This design comes from an exercise in tuning for small area, a short achievable clock period and few clock cycles per item on the open sky130 flow, not from production work. Where RTL was checked, it was by simulation tests only, not by an equivalence proof against the original. Power and IR drop assume default switching activity.

Setup of the baseline:
Design unsorted_set_table, start of the top module:
module unsorted_set_table (
	input  logic                          clk,
	input  logic                          arst_n,
	input  logic                          req_valid,
	output logic                          req_ready,
	input  logic [1:0]                    req_action,
	input  logic [ust_pkg::VAL_W-1:0]     req_value,
	output logic                          rsp_valid,
	input  logic                          rsp_ready,
	output logic                          rsp_hit,
	output logic                          rsp_full_res,
	output logic [ust_pkg::OUT_CNT_W-1:0] rsp_entry_count
);
export LEC_CHECK = 0
export CAP_MARGIN = 20
export CORE_MARGIN = 2
export CORE_UTILIZATION = 65
export CTS_BUF_LIST = sky130_fd_sc_hd__clkbuf_8 sky130_fd_sc_hd__clkbuf_16
export CTS_CLUSTER_DIAMETER = 70
export CTS_CLUSTER_SIZE = 25
export PLACE_DENSITY = 0.75
export SETUP_SLACK_MARGIN = 2.88
export SLEW_MARGIN = 20
export TNS_END_PERCENT = 5
create_clock -name core_clock -period 5.0 [get_ports {clk}]
run.sh (not shown) runs the stock make flow with config.mk's settings and CLKGATE_MAP_FILE= SYNTH_SCRIPT=/design/flow/synth_recipe.tcl, a recipe that flattens the netlist after the stock synthesis.
> inputs changed (the baseline -> the candidate)
--- a/flow/config.mk
+++ b/flow/config.mk
@@ -8,10 +8,9 @@
 export CAP_MARGIN = 20
 export CORE_MARGIN = 2
-export CORE_UTILIZATION = 65
+export CORE_UTILIZATION = 40
 export CTS_BUF_LIST = sky130_fd_sc_hd__clkbuf_8 sky130_fd_sc_hd__clkbuf_16
-export CTS_CLUSTER_DIAMETER = 70
-export CTS_CLUSTER_SIZE = 25
-export PLACE_DENSITY = 0.75
+export CTS_CLUSTER_DIAMETER = 60
+export CTS_CLUSTER_SIZE = 20
+export PLACE_DENSITY = 0.6
 export SETUP_SLACK_MARGIN = 2.88
 export SLEW_MARGIN = 20
-export TNS_END_PERCENT = 5
### Flow results
Clock-buffer cell count was higher in the candidate than in the baseline. The startpoint of the worst setup timing path comes out req_action[0] in one run and block_q in the other, namely in the candidate and the baseline respectively. | clock network power share | higher: the candidate |. The highest metal layer with signal wires comes out met5 in one run and met4 in the other, namely in the baseline and the candidate respectively. Re final total power: the candidate is 10% up on the baseline.
Function was not checked in any run of this note: the RTL went through the layout flow alone.

* * *

Setup of before:
Another version of the RTL of unsorted_set_table (not shown whole).
Size in the first run: roughly 1900 cells after synthesis, roughly 690 flip-flops, about 47 I/O pins.
Settings: LEC_CHECK=0, CAP_MARGIN=20, CORE_MARGIN=2, CORE_UTILIZATION=40, CTS_BUF_LIST=sky130_fd_sc_hd__clkbuf_8 sky130_fd_sc_hd__clkbuf_16, CTS_CLUSTER_DIAMETER=60, CTS_CLUSTER_SIZE=20, PLACE_DENSITY=0.6, SETUP_SLACK_MARGIN=2.88, SLEW_MARGIN=20; clock period 5.0 ns.
The flow did not stop early for before: all stages ran, and the layout cleared the timing, design-rule and antenna checks.
## Diff of input files: after against before
- CTS_CLUSTER_SIZE changed from 20 to 25
- PLACE_DENSITY changed from 0.6 to 0.7
- CORE_UTILIZATION changed from 40 to 55
- CTS_CLUSTER_DIAMETER changed from 60 to 70
[summary]
- Per the final summary, after finished and its layout is clean on timing, DRC and antenna.
- Portion of the clock cycle consumed by the worst path in the final layout, after and before: higher on before
- after has row count below what before had.
- Fmax (lower): before
- Cmp after and before / proportion of power drawn by the clock network / lower: after
- In after relative to before, final weighted congestion of routability-driven global placement had gone up by a little under 10%.
- Going from before to after, total power has decreased, final area has decreased, final routed wirelength across all metal layers has decreased, area growth from synthesis to layout has decreased.
No run of this note included a check of the RTL's function; only the layout flow was run.

* * *

== run 1 ==
Another version of the RTL of unsorted_set_table (not shown whole).
Size: roughly 1800 cells after synthesis, roughly 670 flip-flops, about 27000 µm² of cells after synthesis.
clock: 5.0 ns
lec_check: 0
cap_margin: 20
core_margin: 2
core_utilization: 50
cts_buf_list: sky130_fd_sc_hd__clkbuf_4 sky130_fd_sc_hd__clkbuf_8
cts_cluster_diameter: 50
cts_cluster_size: 16
place_density: 0.65
setup_slack_margin: 3.0
slew_margin: 20
Run 1 finished every stage and its layout cleared the timing, design-rule and antenna checks.
Testbench counts of run 1, summed over its fixed seeds: cycles 9,624, ops 9,600.
The inputs of run 2 differ from those of run 1 as listed below.
Settings: clearing CTS_BUF_LIST, which used to be sky130_fd_sc_hd__clkbuf_4 sky130_fd_sc_hd__clkbuf_8; swapping 3.0 for 2.88 in SETUP_SLACK_MARGIN; swapping 0.65 for 0.6 in PLACE_DENSITY; clearing CTS_CLUSTER_DIAMETER, which used to be 50; swapping 50 for 40 in CORE_UTILIZATION; clearing CTS_CLUSTER_SIZE, which used to be 16.
## What came out
From run 1 to run 2 the numbers moved as follows: worst setup slack grew by 0.032 ns; number of clock buffers in the layout went up by 12; clock share of power moved up. Summary — wire length, run 2 relative to run 1: higher, by 0.62%. Going from run 1 to run 2, the critical path depth was found to have gone down by 1. [compare] base=run 1 new=run 2: layout-stage area growth over the synthesis result rose by 2.6 points, die height rose by about 12%, die area rose by 25%, cell count rose by 6.2%. The critical path launch point comes out block_q$_DFF_PN0_ in one run and v_q[0]$_DFF_PN0_ in the other, namely in run 1 and run 2 respectively. The run showing the greater non-clock buffer count is run 1. Timing, DRC, antenna: 0 failures across run 1 and run 2.
The following lists how run 3 was set up differently from run 2:
Settings: changing PLACE_DENSITY from 0.6 to 0.65; changing SETUP_SLACK_MARGIN from 2.88 to 3.0; setting CTS_BUF_LIST to sky130_fd_sc_hd__clkbuf_8 sky130_fd_sc_hd__clkbuf_16 for the first time; setting CTS_CLUSTER_SIZE to 20 for the first time; changing CORE_UTILIZATION from 40 to 50; setting CTS_CLUSTER_DIAMETER to 60 for the first time.
### Flow results
Looking at number of cells on the critical path, run 3 sits 1 above run 2. Run 2 -> run 3: sequential power flat. In run 3 relative to run 2, wire length of the first global-routing pass had gone down slightly. NOTE clock-buffer cell count run 2->run 3 decreased by more than a quarter. Die area (run 3 vs. run 2) decreases by more than 10%. Relative to run 2, number of instances in the placed design has decreased by 177 in run 3. Sort run 2 and run 3 by post-route worst setup slack desc -> top: run 3. Run 3 consumes less power than run 2 does. Fraction of layout cells with a size suffix above 1 up 0.88 points in run 3 wrt run 2. ~same total setup violations reported at the end of the flow in run 2 and run 3. Going from run 2 to run 3, final routed wirelength across all metal layers shrank slightly.
[inputs] run 4 vs run 3
Settings: changing SETUP_SLACK_MARGIN from 3.0 to 3.1; changing CORE_UTILIZATION from 50 to 65; changing PLACE_DENSITY from 0.65 to 0.75.
Notes after the runs:
Compared to run 3, run 4 leaves less free space in the core.
When run 4 is measured against run 3, its overall die height turns out about 12% lower.
Between run 3 and run 4, the data required time at the worst endpoint does not differ in any meaningful way.
Compared to run 3, run 4 was floorplanned on a smaller die.
Run 4 against run 3: overall track demand over capacity in global routing higher, overall power after layout lower.
Post-route cell area, run 3 and run 4: lower on run 4
Sequential share of layout area is lower on run 3

## what the ideal ports hide
In the flow no input, the clock included, has a driving cell. The finished layouts below were timed again as built, in two steps. Step 1 (the two cells are an assumption about what drives the block):
set clk [get_ports {clk}]
set_driving_cell -lib_cell sky130_fd_sc_hd__clkbuf_16 $clk
set_driving_cell -lib_cell sky130_fd_sc_hd__buf_2 [delete_from_list [all_inputs] $clk]
Step 2 also shifts input and output timing later by t, the mid clock arrival at the registers, as if the neighbouring blocks saw the same clock. Slacks: no drivers / after step 1 / after step 2; pairs: no drivers / after step 1.
run | shift t [ns] | slack for setup (ns) | hold WS [ns] | clock arrival spread, ns
the baseline | 0.617 | 2.671 / 2.664 / 2.084 | 0.447 / 0.447 / 0.447 | 0.029 / 0.028
the candidate | 0.659 | 2.578 / 2.602 / 1.942 | 0.453 / 0.453 / 0.453 | 0.029 / 0.029
before | 0.659 | 2.756 / 2.696 / 2.340 | 0.358 / 0.358 / 0.358 | 0.036 / 0.037
after | 0.637 | 2.767 / 2.710 / 2.322 | 0.358 / 0.358 / 0.358 | 0.032 / 0.033
run 1 | 0.697 | 2.781 / 2.731 / 2.205 | 0.367 / 0.367 / 0.367 | 0.029 / 0.029
run 2 | 0.653 | 2.812 / 2.752 / 2.252 | 0.348 / 0.348 / 0.348 | 0.029 / 0.030
run 3 | 0.641 | 2.851 / 2.799 / 2.329 | 0.364 / 0.364 / 0.364 | 0.032 / 0.031
run 4 | 0.631 | 2.874 / 2.817 / 2.291 | 0.352 / 0.352 / 0.352 | 0.027 / 0.027
After both steps setup and hold are still met in every run listed. For the candidate, which loses most, drivers alone change the setup slack by +0.024 ns; drivers and shift together by -0.636 ns.
